Background: an optimization exercise with open tools, aiming at small area and a short achievable clock period. Do not read the settings as production practice. The RTL was checked by simulation tests, not by an equivalence proof against the original design. Power and IR drop assume default switching activity.

the reference run:
==> flow/design.v <==
package stump_mem_pkg;
    localparam int DATA_W     = 16;
    localparam int ADDR_W     = 16;
    localparam int DEPTH_LOG2 = 8;
    localparam int DEPTH      = 256;
    localparam int RD_STEP = 3;
    localparam int NTAP    = (DEPTH + RD_STEP - 1) / RD_STEP;
    localparam int WR_STEP = 5;
    function automatic bit wport_after(input int q);
        wport_after = ((q % WR_STEP) == 0) || (q == DEPTH - 1);
    endfunction
    function automatic bit ring_inv(input int p);
        int c;
        c = 0;
        for (int q = 1; q <= p; q++) begin
            if (wport_after(q - 1)) c = c + 1;
        end
        ring_inv = c[0];
    endfunction
endpackage
module stump_mem_array (
    input  logic                                        clk,
    input  logic [stump_mem_pkg::DEPTH_LOG2-1:0]        wpos,
    input  logic [stump_mem_pkg::DEPTH_LOG2-1:0]        wpos_n,
    input  logic [stump_mem_pkg::DATA_W-1:0]            wdata,
    input  logic [stump_mem_pkg::DATA_W-1:0]            wdata_n,
    input  logic [stump_mem_pkg::NTAP-1:0]              tsel_n,
    input  logic                                        tinv,
    output logic [stump_mem_pkg::DATA_W-1:0]            rdata
);
    localparam int N  = stump_mem_pkg::DEPTH;
    localparam int DW = stump_mem_pkg::DATA_W;
    localparam int RS = stump_mem_pkg::RD_STEP;
    localparam int NT = stump_mem_pkg::NTAP;
    logic [DW-1:0] ring [0:N-1];
    genvar p;
    generate
        for (p = 0; p < N; p++) begin : g_pos
            localparam int PREV = (p + N - 1) % N;
            if (stump_mem_pkg::wport_after(PREV)) begin : g_wport
                localparam bit INV = stump_mem_pkg::ring_inv(p);
                localparam logic [7:0] PQ  = 8'(PREV);
                localparam logic [7:0] PQN = ~PQ;
                logic          sel, sel_n;
                logic [DW-1:0] wd;
                assign sel   = (wpos == PQ);
                assign sel_n = (wpos_n != PQN);
                assign wd    = INV ? wdata : wdata_n;
                always_ff @(posedge clk) begin
                    ring[p] <= ~((wd | {DW{sel_n}}) & (ring[PREV] | {DW{sel}}));
                end
            end else begin : g_shift
                always_ff @(posedge clk) begin
                    ring[p] <= ring[PREV];
                end
            end
        end
    endgenerate
    logic [DW-1:0] r_true, r_inv;
    always_comb begin
        r_true = '1;
        r_inv  = '1;
        for (int j = 0; j < NT; j++) begin
            if (stump_mem_pkg::ring_inv(RS * j))
                r_inv  = r_inv  & (ring[RS * j] | {DW{tsel_n[j]}});
            else
                r_true = r_true & (ring[RS * j] | {DW{tsel_n[j]}});
        end
    end
    assign rdata = tinv ? ~r_inv : r_true;
endmodule
module stump_mem_responder (
    input  logic              CLK,
    input  logic              RST,
    input  logic              REQ,
    input  logic              WEN,
    input  logic [stump_mem_pkg::ADDR_W-1:0] ADDR,
    input  logic [stump_mem_pkg::DATA_W-1:0] DIN,
    output logic              ACK,
    output logic [stump_mem_pkg::DATA_W-1:0] DOUT,
    output logic              ERR,
    output logic              BUSY
);
    localparam int AW = stump_mem_pkg::DEPTH_LOG2;
    localparam int DW = stump_mem_pkg::DATA_W;
    localparam int NT = stump_mem_pkg::NTAP;
    localparam int RS = stump_mem_pkg::RD_STEP;
    logic busy_q, ack_q, s1_q, s2_q, s3_q;
    logic accept;
    assign accept = REQ && !busy_q;
    always_ff @(posedge CLK or posedge RST) begin
        if (RST) begin
            busy_q <= 1'b0;
            ack_q  <= 1'b0;
            s1_q   <= 1'b0;
            s2_q   <= 1'b0;
            s3_q   <= 1'b0;
        end else begin
            s1_q   <= accept;
            s2_q   <= s1_q;
            s3_q   <= s2_q;
            ack_q  <= s3_q || (ack_q && REQ);
            busy_q <= accept || s1_q || s2_q || s3_q || (ack_q && REQ);
        end
    end
    logic [AW-1:0] tnext_q;       
    logic [AW-1:0] rpos_q;        
    logic [NT-1:0] tsel_n_q;      
    logic          rhit;          
    logic          tinv;          
    logic [AW-1:0] wpos_q;        
    logic [AW-1:0] wpos_n_q;      
    logic [AW-1:0] wpos_d;
    logic [DW-1:0] wdata_q;       
    logic [DW-1:0] wdata_n_q;     
    logic          oor_q, wen_q, byp_q;
    logic [DW-1:0] dout_q;
    logic          err_q;
    logic [AW-1:0] rpos_inc, rpos_d;
    logic [NT-1:0] tsel_d;
    logic [4:0]    alo;
    logic [3:0]    ahi;
    logic [15:0]   lo_a, hi_a0, hi_a, lo_r, hi_r0, hi_r, lo_d, hi_d;
    logic          commit;
    logic [DW-1:0] rdata;
    assign rpos_inc = rpos_q + AW'(1);
    assign rpos_d   = accept ? (ADDR[AW-1:0] + tnext_q) : rpos_inc;
    assign commit   = s3_q && wen_q && !oor_q;
    assign wpos_d   = commit ? rpos_inc : (wpos_q + AW'(1));
    assign alo   = {1'b0, ADDR[3:0]} + {1'b0, tnext_q[3:0]};
    assign ahi   = ADDR[7:4] + tnext_q[7:4];
    assign lo_a  = 16'(1) << alo[3:0];
    assign hi_a0 = 16'(1) << ahi;
    assign hi_a  = alo[4] ? {hi_a0[14:0], hi_a0[15]} : hi_a0;
    assign lo_r  = 16'(1) << rpos_inc[3:0];
    assign hi_r0 = 16'(1) << rpos_q[7:4];
    assign hi_r  = (rpos_q[3:0] == 4'hf) ? {hi_r0[14:0], hi_r0[15]} : hi_r0;
    assign lo_d  = accept ? lo_a : lo_r;
    assign hi_d  = accept ? hi_a : hi_r;
    always_comb begin
        for (int j = 0; j < NT; j++) begin
            tsel_d[j] = hi_d[(RS * j) / 16] && lo_d[(RS * j) % 16];
        end
    end
    always_comb begin
        rhit = 1'b0;
        tinv = 1'b0;
        for (int j = 0; j < NT; j++) begin
            rhit = rhit | !tsel_n_q[j];
            if (stump_mem_pkg::ring_inv(RS * j)) tinv = tinv | !tsel_n_q[j];
        end
    end
    always_ff @(posedge CLK) begin
        tnext_q  <= tnext_q + AW'(1);
        rpos_q   <= rpos_d;
        tsel_n_q <= ~tsel_d;
        wpos_q   <= wpos_d;
        wpos_n_q <= ~wpos_d;
        if (commit) begin
            wdata_q   <= DIN;
            wdata_n_q <= ~DIN;
        end
        if (accept) begin
            oor_q <= |ADDR[stump_mem_pkg::ADDR_W-1:AW];
            wen_q <= WEN;
        end
        if (s1_q) byp_q <= (rpos_q == wpos_q);
        dout_q <= dout_d;
        err_q  <= err_d;
    end
    logic          ld_rd, ld_din, ld_wd, ld_any, err_d;
    logic [DW-1:0] dout_d;
    assign ld_rd  = rhit && !ack_q && !(s3_q && (oor_q || wen_q || byp_q));
    assign ld_din = s3_q && !oor_q && wen_q;
    assign ld_wd  = s3_q && !oor_q && !wen_q && byp_q;
    assign ld_any = ld_rd || ld_din || ld_wd || (s3_q && oor_q);
    assign dout_d = ({DW{ld_rd}}  & rdata)
                  | ({DW{ld_din}} & DIN)
                  | ({DW{ld_wd}}  & wdata_q)
                  | ({DW{!ld_any}} & dout_q);
    assign err_d  = (s3_q & oor_q) | (!s3_q & err_q);
    stump_mem_array u_array (
        .clk    (CLK),
        .wpos   (wpos_q),
        .wpos_n (wpos_n_q),
        .wdata  (wdata_q),
        .wdata_n(wdata_n_q),
        .tsel_n (tsel_n_q),
        .tinv   (tinv),
        .rdata  (rdata)
    );
    assign ACK  = ack_q;
    assign BUSY = busy_q;
    assign DOUT = dout_q;
    assign ERR  = err_q;
endmodule
clock: 5.5 ns
lec_check: 0
abc_clock_period_in_ps: 2800
cap_margin: 20
core_margin: 2
core_utilization: 58
cts_cluster_diameter: 60
cts_cluster_size: 30
setup_slack_margin: 3.2
slew_margin: 20
standard.sh (not shown) runs the stock make flow with config.mk's settings and CLKGATE_MAP_FILE= SYNTH_SCRIPT=/design/flow/synth_recipe.tcl, a recipe that flattens the netlist after the stock synthesis.
==> flow/flow/run.sh <==
#!/bin/bash
# The standard layout (the standard.sh, unchanged synthesis, floorplan,
# power grid and tap cells), with two changes: clock tree synthesis adds no
# dummy loads to balance the tree, and the resizer may swap a cell for one
# of another footprint.  Make's output goes to flow.log; each ORFS step
# keeps its own log under orfs/logs/.
set -euo pipefail
bash standard.sh finish \
  "CTS_ARGS=-sink_clustering_enable -repair_clock_nets -sink_clustering_size 30 -sink_clustering_max_diameter 60 -dont_use_dummy_load" \
  MATCH_CELL_FOOTPRINT=0 \
  > flow.log 2>&1
--- input diff the reference run..the trial run ---
-- flow/design.v --
<<< the reference run, line 21
module stump_mem_array (
    input  logic                                        clk,
    input  logic [stump_mem_pkg::DEPTH_LOG2-1:0]        wpos,
    input  logic [stump_mem_pkg::DEPTH_LOG2-1:0]        wpos_n,
    input  logic [stump_mem_pkg::DATA_W-1:0]            wdata,
    input  logic [stump_mem_pkg::DATA_W-1:0]            wdata_n,
>>> the trial run, line 21
module stump_mem_array (
    input  logic                                        clk,
    input  logic [15:0]                                 whi,
    input  logic [15:0]                                 wlo,
    input  logic [15:0]                                 whi_n,
    input  logic [15:0]                                 wlo_n,
    input  logic [stump_mem_pkg::DATA_W-1:0]            wdata,
    input  logic [stump_mem_pkg::DATA_W-1:0]            wdata_n,
<<< the reference run, line 40
            if (stump_mem_pkg::wport_after(PREV)) begin : g_wport
                localparam bit INV = stump_mem_pkg::ring_inv(p);
                localparam logic [7:0] PQ  = 8'(PREV);
                localparam logic [7:0] PQN = ~PQ;
                logic          sel, sel_n;
                logic [DW-1:0] wd;
                assign sel   = (wpos == PQ);
                assign sel_n = (wpos_n != PQN);
                assign wd    = INV ? wdata : wdata_n;
                always_ff @(posedge clk) begin
>>> the trial run, line 42
            if (stump_mem_pkg::wport_after(PREV)) begin : g_wport
                localparam bit INV = stump_mem_pkg::ring_inv(p);
                logic          sel, sel_n;
                logic [DW-1:0] wd;
                assign sel   = whi[PREV / 16] & wlo[PREV % 16];
                assign sel_n = whi_n[PREV / 16] | wlo_n[PREV % 16];
                assign wd    = INV ? wdata : wdata_n;
                always_ff @(posedge clk) begin
<<< the reference run, line 110
    logic          tinv;          
    logic [AW-1:0] wpos_q;        
    logic [AW-1:0] wpos_n_q;      
    logic [AW-1:0] wpos_d;
    logic [DW-1:0] wdata_q;       
>>> the trial run, line 110
    logic          tinv;          
    logic [AW-1:0] wpos_q;        
    logic [15:0]   whi_q, wlo_q;      
    logic [15:0]   whi_n_q, wlo_n_q;  
    logic [AW-1:0] wpos_d;
    logic [DW-1:0] wdata_q;       
<<< the reference run, line 156
        tsel_n_q <= ~tsel_d;
        wpos_q   <= wpos_d;
        wpos_n_q <= ~wpos_d;
        if (commit) begin
            wdata_q   <= DIN;
>>> the trial run, line 157
        tsel_n_q <= ~tsel_d;
        wpos_q   <= wpos_d;
        whi_q    <= 16'(1) << wpos_d[7:4];
        wlo_q    <= 16'(1) << wpos_d[3:0];
        whi_n_q  <= ~(16'(1) << wpos_d[7:4]);
        wlo_n_q  <= ~(16'(1) << wpos_d[3:0]);
        if (commit) begin
            wdata_q   <= DIN;
<<< the reference run, line 182
    stump_mem_array u_array (
        .clk    (CLK),
        .wpos   (wpos_q),
        .wpos_n (wpos_n_q),
        .wdata  (wdata_q),
        .wdata_n(wdata_n_q),
>>> the trial run, line 186
    stump_mem_array u_array (
        .clk    (CLK),
        .whi    (whi_q),
        .wlo    (wlo_q),
        .whi_n  (whi_n_q),
        .wlo_n  (wlo_n_q),
        .wdata  (wdata_q),
        .wdata_n(wdata_n_q),
Notes after the runs:
On the trial run: global routing usage on met3 is 2.9 points lower than what the reference run gave. Summed area of non-filler cells in the final layout, the trial run and the reference run: smaller value in the reference run. Higher synthesized flop and latch total was reported by the trial run, not the reference run. The trial run vs. the reference run: final critical-path share of the clock period went down by 0.92 points. From the reference run to the trial run the numbers moved as follows: area used by multi-input combinational logic down 5.2%; post-placement setup slack up 3.8 ps. Between the trial run and the reference run, buffers inserted during post-CTS setup optimization is higher for the reference run, the trial run comes in under that. Compared to the reference run, the trial run was floorplanned on a bigger die. Ran to the end and failed final checks on antenna rules: the trial run. From the reference run to the trial run the numbers moved as follows: total net switching power increased 6.3%, number of fillers in the final layout now sits higher, power drawn by the clock network increased by about 3% relative to the old numbers, sequential area share after synthesis now sits lower, total power consumption of the routed design went up by 2.7 mW. Diff the reference run -> the trial run | relative contribution of combinational cells to total power | increase of 1.0 points.

==> port drivers added, routing unchanged <==
No port has a modelled driver above. Below, the same layouts with a new extraction and two added sets of constraints. Step 1, drivers: a clkbuf_16 drives CLK and a buf_2 each remaining input, both assumed. Step 2 also shifts input and output timing later by t, the mid clock arrival at the registers, as if the neighbouring blocks saw the same clock. Three values: ideal, step 1, step 2; two values: the first two.
| run | t (ns) | setup slack, ns | worst setup path at the end | cell pins on the clock port's net |
|---|---|---|---|---|
| the reference run | 0.937 | 2.896 / 2.837 / 2.290 | input to register | 1 |
| the trial run | 0.946 | 2.947 / 2.849 / 2.311 | input to register | 1 |
The setup slack of the trial run, which loses most, moves by -0.098 ns with the drivers and by -0.636 ns with both steps.
